Context: an optimization exercise on an open-source flow, tuned for small area, a short achievable clock period and few clock cycles. The choices shown serve that exercise and are no tape-out recipe. The RTL was checked by simulation tests, not by an equivalence proof against the original design. No activity file was given, so power comes from the tool's default toggle rates.

==> 12-10: inputs <==
// hdc_encoder_top
module hdc_encoder_top (
  input  logic      clk_i,
  input  logic      rst_i,
  input  logic      csr_we_i,
  input  logic      csr_re_i,
  input  hdc_pkg::csr_addr_t csr_addr_i,
  input  hdc_pkg::csr_data_t csr_wdata_i,
  output hdc_pkg::csr_data_t csr_rdata_o,
  output logic      csr_rvalid_o,
  output hdc_pkg::hv_t       qhv_o,
  output logic      qhv_valid_o
);
clock: 5.0 ns
lec_check: 0
abc_area: 1
cap_margin: 20
core_margin: 2
core_utilization: 40
setup_slack_margin: 2.3
slew_margin: 20
run.sh (not shown) runs the stock make flow with config.mk's settings and CLKGATE_MAP_FILE= SYNTH_SCRIPT=/design/flow/synth_recipe.tcl, a recipe that flattens the netlist after the stock synthesis.
==> 04-01 (differences from 12-10) <==
==> flow/design.v (replaced) <==
`default_nettype none
package hdc_pkg;
  localparam int unsigned HV_DIM     = 32;
  localparam int unsigned IM_DEPTH   = 16;
  localparam int unsigned IM_ADDR_W  = 4;
  localparam int unsigned COUNT_W    = 8;
  localparam int unsigned CSR_ADDR_W = 8;
  localparam int unsigned CSR_DATA_W = 32;
  typedef logic [HV_DIM-1:0]     hv_t;
  typedef logic [IM_ADDR_W-1:0]  im_addr_t;
  typedef logic [COUNT_W-1:0]    count_t;
  typedef logic [CSR_DATA_W-1:0] csr_data_t;
  typedef logic [CSR_ADDR_W-1:0] csr_addr_t;
  localparam csr_addr_t REG_CTRL      = 8'h00;
  localparam csr_addr_t REG_NUM_ITEMS = 8'h01;
  localparam csr_addr_t REG_BASE_A    = 8'h02;
  localparam csr_addr_t REG_BASE_B    = 8'h03;
  localparam csr_addr_t REG_STATUS    = 8'h04;
  localparam csr_addr_t REG_RESULT    = 8'h05;
  localparam csr_addr_t IM_WIN_BASE   = 8'h10;
  localparam int unsigned CTRL_START_BIT  = 0;
  localparam int unsigned STATUS_BUSY_BIT = 0;
  localparam int unsigned STATUS_DONE_BIT = 1;
endpackage
`default_nettype wire
`default_nettype none
module hdc_csr (
  input  logic      clk_i,
  input  logic      rst_i,
  input  logic      csr_we_i,
  input  logic      csr_re_i,
  input  hdc_pkg::csr_addr_t csr_addr_i,
  input  hdc_pkg::csr_data_t csr_wdata_i,
  input  logic      busy_i,
  input  logic      done_i,
  input  hdc_pkg::hv_t       result_i,
  output hdc_pkg::csr_data_t csr_rdata_o,
  output logic      csr_rvalid_o,
  output logic      start_o,         
  output logic      n_zero_o,        
  output hdc_pkg::count_t    num_items_o,
  output hdc_pkg::im_addr_t  base_a_o,
  output hdc_pkg::im_addr_t  dist_o
);
  hdc_pkg::im_addr_t  base_b_q;
  hdc_pkg::im_addr_t  wdata_a;
  hdc_pkg::csr_data_t rdata_d;
  assign wdata_a  = csr_wdata_i[hdc_pkg::IM_ADDR_W-1:0];
  assign start_o  = csr_we_i && (csr_addr_i == hdc_pkg::REG_CTRL) &&
                    csr_wdata_i[hdc_pkg::CTRL_START_BIT];
  assign n_zero_o = (num_items_o == '0);
  always_ff @(posedge clk_i) begin
    if (rst_i) begin
      num_items_o <= '0;
      base_a_o    <= '0;
      base_b_q    <= '0;
      dist_o      <= '0;
    end else if (csr_we_i) begin
      case (csr_addr_i)
        hdc_pkg::REG_NUM_ITEMS: num_items_o <= csr_wdata_i[hdc_pkg::COUNT_W-1:0];
        hdc_pkg::REG_BASE_A: begin
          base_a_o <= wdata_a;
          dist_o   <= base_b_q - wdata_a;
        end
        hdc_pkg::REG_BASE_B: begin
          base_b_q <= wdata_a;
          dist_o   <= wdata_a - base_a_o;
        end
        default: ;
      endcase
    end
  end
  always_comb begin
    rdata_d = '0;
    case (csr_addr_i)
      hdc_pkg::REG_NUM_ITEMS: rdata_d = hdc_pkg::csr_data_t'(num_items_o);
      hdc_pkg::REG_BASE_A:    rdata_d = hdc_pkg::csr_data_t'(base_a_o);
      hdc_pkg::REG_BASE_B:    rdata_d = hdc_pkg::csr_data_t'(base_b_q);
      hdc_pkg::REG_STATUS: begin
        rdata_d[hdc_pkg::STATUS_BUSY_BIT] = busy_i;
        rdata_d[hdc_pkg::STATUS_DONE_BIT] = done_i;
      end
      hdc_pkg::REG_RESULT:    rdata_d = result_i;
      default: ;
    endcase
  end
  always_ff @(posedge clk_i) begin
    if (rst_i) begin
      csr_rvalid_o <= 1'b0;
    end else begin
      csr_rvalid_o <= csr_re_i;
    end
  end
  always_ff @(posedge clk_i) begin
    csr_rdata_o <= rdata_d;
  end
endmodule
`default_nettype wire
`default_nettype none
module im_fetcher #(
  parameter int unsigned LANES = 16
) (
  input  logic [hdc_pkg::IM_DEPTH*hdc_pkg::HV_DIM-1:0] mem_i,
  input  logic [LANES-1:0]   grp_i,      
  input  hdc_pkg::count_t    num_items_i,
  input  hdc_pkg::im_addr_t  base_a_i,
  input  hdc_pkg::im_addr_t  dist_i,
  output logic [LANES*hdc_pkg::IM_DEPTH-1:0] y_o,
  output logic [hdc_pkg::IM_DEPTH-1:0]       mask_o
);
  localparam int unsigned D = hdc_pkg::IM_DEPTH;
  logic [D-1:0] therm, m1, m2, m4;
  for (genvar m = 0; m < D; m++) begin : g_mask
    assign therm[m]  = (num_items_i[hdc_pkg::IM_ADDR_W-1:0] > m);
    assign m1[m]     = base_a_i[0] ? therm[(m + D - 1) % D] : therm[m];
    assign m2[m]     = base_a_i[1] ? m1[(m + D - 2) % D]    : m1[m];
    assign m4[m]     = base_a_i[2] ? m2[(m + D - 4) % D]    : m2[m];
    assign mask_o[m] = base_a_i[3] ? m4[(m + D - 8) % D]    : m4[m];
  end
  for (genvar l = 0; l < LANES; l++) begin : g_lane
    logic [D-1:0] col, r1, r2, r4, r8;
    for (genvar m = 0; m < D; m++) begin : g_col
      assign col[m] = grp_i[l] ? mem_i[m*hdc_pkg::HV_DIM + LANES + l]
                            : mem_i[m*hdc_pkg::HV_DIM + l];
    end
    for (genvar m = 0; m < D; m++) begin : g_rot
      assign r1[m] = dist_i[0] ? col[(m + 1) % D] : col[m];
      assign r2[m] = dist_i[1] ? r1[(m + 2) % D]  : r1[m];
      assign r4[m] = dist_i[2] ? r2[(m + 4) % D]  : r2[m];
      assign r8[m] = dist_i[3] ? r4[(m + 8) % D]  : r4[m];
    end
    assign y_o[l*D +: D] = col ^ r8;
  end
endmodule
`default_nettype wire
`default_nettype none
module im_shared_mem (
  input  logic     clk_i,
  input  logic     csr_we_i,
  input  hdc_pkg::csr_addr_t csr_addr_i,
  input  hdc_pkg::csr_data_t csr_wdata_i,
  output logic [hdc_pkg::IM_DEPTH*hdc_pkg::HV_DIM-1:0] mem_o
);
  logic win_we;
  assign win_we = csr_we_i &&
                  (csr_addr_i[hdc_pkg::CSR_ADDR_W-1:hdc_pkg::IM_ADDR_W] ==
                   hdc_pkg::IM_WIN_BASE[hdc_pkg::CSR_ADDR_W-1:hdc_pkg::IM_ADDR_W]);
  for (genvar k = 0; k < hdc_pkg::IM_DEPTH; k++) begin : g_word
    always_ff @(posedge clk_i) begin
      if (win_we && (csr_addr_i[hdc_pkg::IM_ADDR_W-1:0] == k)) begin
        mem_o[k*hdc_pkg::HV_DIM +: hdc_pkg::HV_DIM] <= csr_wdata_i;
      end
    end
  end
endmodule
`default_nettype wire
`default_nettype none
module hv_bundler #(
  parameter int unsigned LANES = 16
) (
  input  logic   clk_i,
  input  logic   rst_i,
  input  logic   start_i,
  input  logic   n_zero_i,
  input  hdc_pkg::count_t num_items_i,
  input  logic [LANES*hdc_pkg::IM_DEPTH-1:0] y_i,
  input  logic [hdc_pkg::IM_DEPTH-1:0]       mask_i,
  output logic [LANES-1:0] grp_o,
  output logic   busy_o,
  output logic   done_o,
  output hdc_pkg::hv_t    qhv_o,
  output logic   qhv_valid_o
);
  localparam int unsigned D = hdc_pkg::IM_DEPTH;
  logic       ph1_q, ph2_q, ph3_q;
  logic       accept;
  logic [2:0]         qcap_q;    
  logic [2:0]         rhalf_q;   
  logic [4:0]         thr_q [9];   
  logic [LANES-1:0]   maj;
  logic [LANES-1:0]   part_q;
  assign accept = start_i && !n_zero_i && !ph1_q && !ph2_q;
  assign busy_o = ph1_q || ph2_q || ph3_q;
  logic [LANES-1:0] par_q;
  logic             par_dec_q;
  always_ff @(posedge clk_i) begin
    if (rst_i) begin
      par_q     <= '0;
      par_dec_q <= 1'b0;
    end else begin
      par_q     <= ~par_q;
      par_dec_q <= ~par_dec_q;
    end
  end
  assign grp_o = par_q;
  always_ff @(posedge clk_i) begin
    if (rst_i) begin
      ph1_q       <= 1'b0;
      ph2_q       <= 1'b0;
      ph3_q       <= 1'b0;
      done_o      <= 1'b0;
      qhv_valid_o <= 1'b0;
    end else begin
      ph1_q       <= accept;
      ph2_q       <= ph1_q;
      ph3_q       <= ph2_q;
      qhv_valid_o <= ph3_q;
      if (accept) begin
        done_o <= 1'b0;
      end else if (ph3_q) begin
        done_o <= 1'b1;
      end
    end
  end
  function automatic logic [2:0] popcount4(input logic [3:0] v);
    logic a, b, ac, bc, c;
    a  = v[0] ^ v[1];
    ac = v[0] & v[1];
    b  = v[2] ^ v[3];
    bc = v[2] & v[3];
    c  = a & b;
    popcount4 = {ac & bc, (ac ^ bc) | c, a ^ b};
  endfunction
  always_ff @(posedge clk_i) begin
    qcap_q  <= (num_items_i[7:6] != 2'd0) ? 3'd4 : {1'b0, num_items_i[5:4]};
    rhalf_q <= num_items_i[3:1];
  end
  for (genvar h = 0; h < 9; h++) begin : g_thr
    logic [5:0] base, step, t;
    assign base = {3'b0, rhalf_q} + 6'd1;
    if (h <= 4) begin : g_up
      assign step = 6'(qcap_q * (8 - 2 * h));
      assign t    = base + step;
      always_ff @(posedge clk_i) begin
        thr_q[h] <= (t > 6'd16) ? 5'd16 : t[4:0];
      end
    end else begin : g_down
      assign step = 6'(qcap_q * (2 * h - 8));
      assign t    = base - step;
      always_ff @(posedge clk_i) begin
        thr_q[h] <= (base > step) ? t[4:0] : 5'd0;
      end
    end
  end
  for (genvar l = 0; l < LANES; l++) begin : g_lane
    logic [D-1:0] y, ym;
    logic [11:0]  all4_q, ext4_q;   
    logic [4:0]   s_all;
    logic [3:0]   s_ext;
    logic [8:0]   half_q;           
    logic [3:0]   ext_q;            
    logic [4:0]   thr;
    assign y  = y_i[l*D +: D];
    assign ym = y & mask_i;
    always_ff @(posedge clk_i) begin
      for (int g = 0; g < 4; g++) begin
        all4_q[3*g +: 3] <= popcount4(y[4*g +: 4]);
        ext4_q[3*g +: 3] <= popcount4(ym[4*g +: 4]);
      end
    end
    assign s_all = ({2'b0, all4_q[2:0]} + {2'b0, all4_q[5:3]}) +
                   ({2'b0, all4_q[8:6]} + {2'b0, all4_q[11:9]});
    assign s_ext = ({1'b0, ext4_q[2:0]} + {1'b0, ext4_q[5:3]}) +
                   ({1'b0, ext4_q[8:6]} + {1'b0, ext4_q[11:9]});
    always_ff @(posedge clk_i) begin
      for (int h = 0; h < 9; h++) half_q[h] <= (s_all[4:1] == 4'(h));
      ext_q <= s_ext;
    end
    always_comb begin
      thr = '0;
      for (int h = 0; h < 9; h++) thr = thr | (half_q[h] ? thr_q[h] : 5'd0);
    end
    assign maj[l] = ({1'b0, ext_q} >= thr);
  end
  always_ff @(posedge clk_i) begin
    if (ph2_q) part_q <= maj;
  end
  always_ff @(posedge clk_i) begin
    if (ph3_q) qhv_o <= par_dec_q ? {maj, part_q} : {part_q, maj};
  end
endmodule
`default_nettype wire
`default_nettype none
module hdc_encoder_top (
  input  logic      clk_i,
  input  logic      rst_i,
  input  logic      csr_we_i,
  input  logic      csr_re_i,
  input  hdc_pkg::csr_addr_t csr_addr_i,
  input  hdc_pkg::csr_data_t csr_wdata_i,
  output hdc_pkg::csr_data_t csr_rdata_o,
  output logic      csr_rvalid_o,
  output hdc_pkg::hv_t       qhv_o,
  output logic      qhv_valid_o
);
  localparam int unsigned LANES = hdc_pkg::HV_DIM / 2;
  logic     start, n_zero, busy, done;
  logic [hdc_pkg::HV_DIM/2-1:0] grp;
  hdc_pkg::count_t   num_items;
  hdc_pkg::im_addr_t base_a, ab_dist;
  logic [hdc_pkg::IM_DEPTH*hdc_pkg::HV_DIM-1:0] mem;
  logic [LANES*hdc_pkg::IM_DEPTH-1:0] y;
  logic [hdc_pkg::IM_DEPTH-1:0] mask;
  hdc_csr u_csr (
    .clk_i        ( clk_i        ), .rst_i        ( rst_i        ),
    .csr_we_i     ( csr_we_i     ), .csr_re_i     ( csr_re_i     ),
    .csr_addr_i   ( csr_addr_i   ), .csr_wdata_i  ( csr_wdata_i  ),
    .busy_i       ( busy         ), .done_i       ( done         ),
    .result_i     ( qhv_o        ), .csr_rdata_o  ( csr_rdata_o  ),
    .csr_rvalid_o ( csr_rvalid_o ), .start_o      ( start        ),
    .n_zero_o     ( n_zero       ), .num_items_o  ( num_items    ),
    .base_a_o     ( base_a       ), .dist_o       ( ab_dist         )
  );
  im_shared_mem u_mem (
    .clk_i ( clk_i ), .csr_we_i ( csr_we_i ), .csr_addr_i ( csr_addr_i ),
    .csr_wdata_i ( csr_wdata_i ), .mem_o ( mem )
  );
  im_fetcher #(.LANES(LANES)) u_fetch (
    .mem_i ( mem ), .grp_i ( grp ), .num_items_i ( num_items ),
    .base_a_i ( base_a ), .dist_i ( ab_dist ), .y_o ( y ), .mask_o ( mask )
  );
  hv_bundler #(.LANES(LANES)) u_bundler (
    .clk_i ( clk_i ), .rst_i ( rst_i ), .start_i ( start ),
    .n_zero_i ( n_zero ), .num_items_i ( num_items ), .y_i ( y ),
    .mask_i ( mask ), .grp_o ( grp ), .busy_o ( busy ), .done_o ( done ),
    .qhv_o ( qhv_o ), .qhv_valid_o ( qhv_valid_o )
  );
endmodule
`default_nettype wire
SETUP_SLACK_MARGIN = 1.9   (was 2.3)
==> summary of the runs <==
- Against 04-01, the non-clock buffer count of 12-10 is higher by 79.
- Fmax: 12-10 is larger than 04-01 (16%).
- Against 04-01, the wire length of 12-10 is smaller by about 1.2%.
- In 04-01 the sequential share of layout area is lower than in 12-10, by 2.1 points.
- Via count: 12-10 is lower than 04-01 (6.1%).
- Between 04-01 and 12-10, the lower combinational power is in 12-10 (gap about 20%, measured against 12-10).
- In clock power, 04-01 and 12-10 hardly differ.
Testbench counts of 12-10, summed over its fixed seeds: cycles 2,576.
Testbench counts of 04-01, summed over its fixed seeds: cycles 2,576.

## port drivers added, routing unchanged
The flow's constraints put no driver on any port. The routed layouts listed below were extracted and timed again, unchanged, in two steps. Step 1 (the two cells are an assumption about what drives the block):
set clk [get_ports {clk_i}]
set_driving_cell -lib_cell sky130_fd_sc_hd__clkbuf_16 $clk
set_driving_cell -lib_cell sky130_fd_sc_hd__buf_2 [delete_from_list [all_inputs] $clk]
Step 2 adds t to the input delays and takes it off the output delays; t is the mean of the earliest and latest rising clock arrival at the registers after step 1. Input paths then give back, and output paths get back, about the clock's delay inside the block. a / b / c = ideal ports / drivers / drivers and shift; a / b = the first two.
run	t (ns)	setup WS [ns]	worst setup path after step 2	worst slew at a driven data input, ns
12-10	0.886	2.267 / 2.267 / 1.719	input to register	0.08
04-01	0.879	1.840 / 1.840 / 1.084	input to register	0.19
After both steps every run listed still meets setup and hold. For 04-01, which loses most, drivers alone change the setup slack by 0.000 ns; drivers and shift together by -0.756 ns.
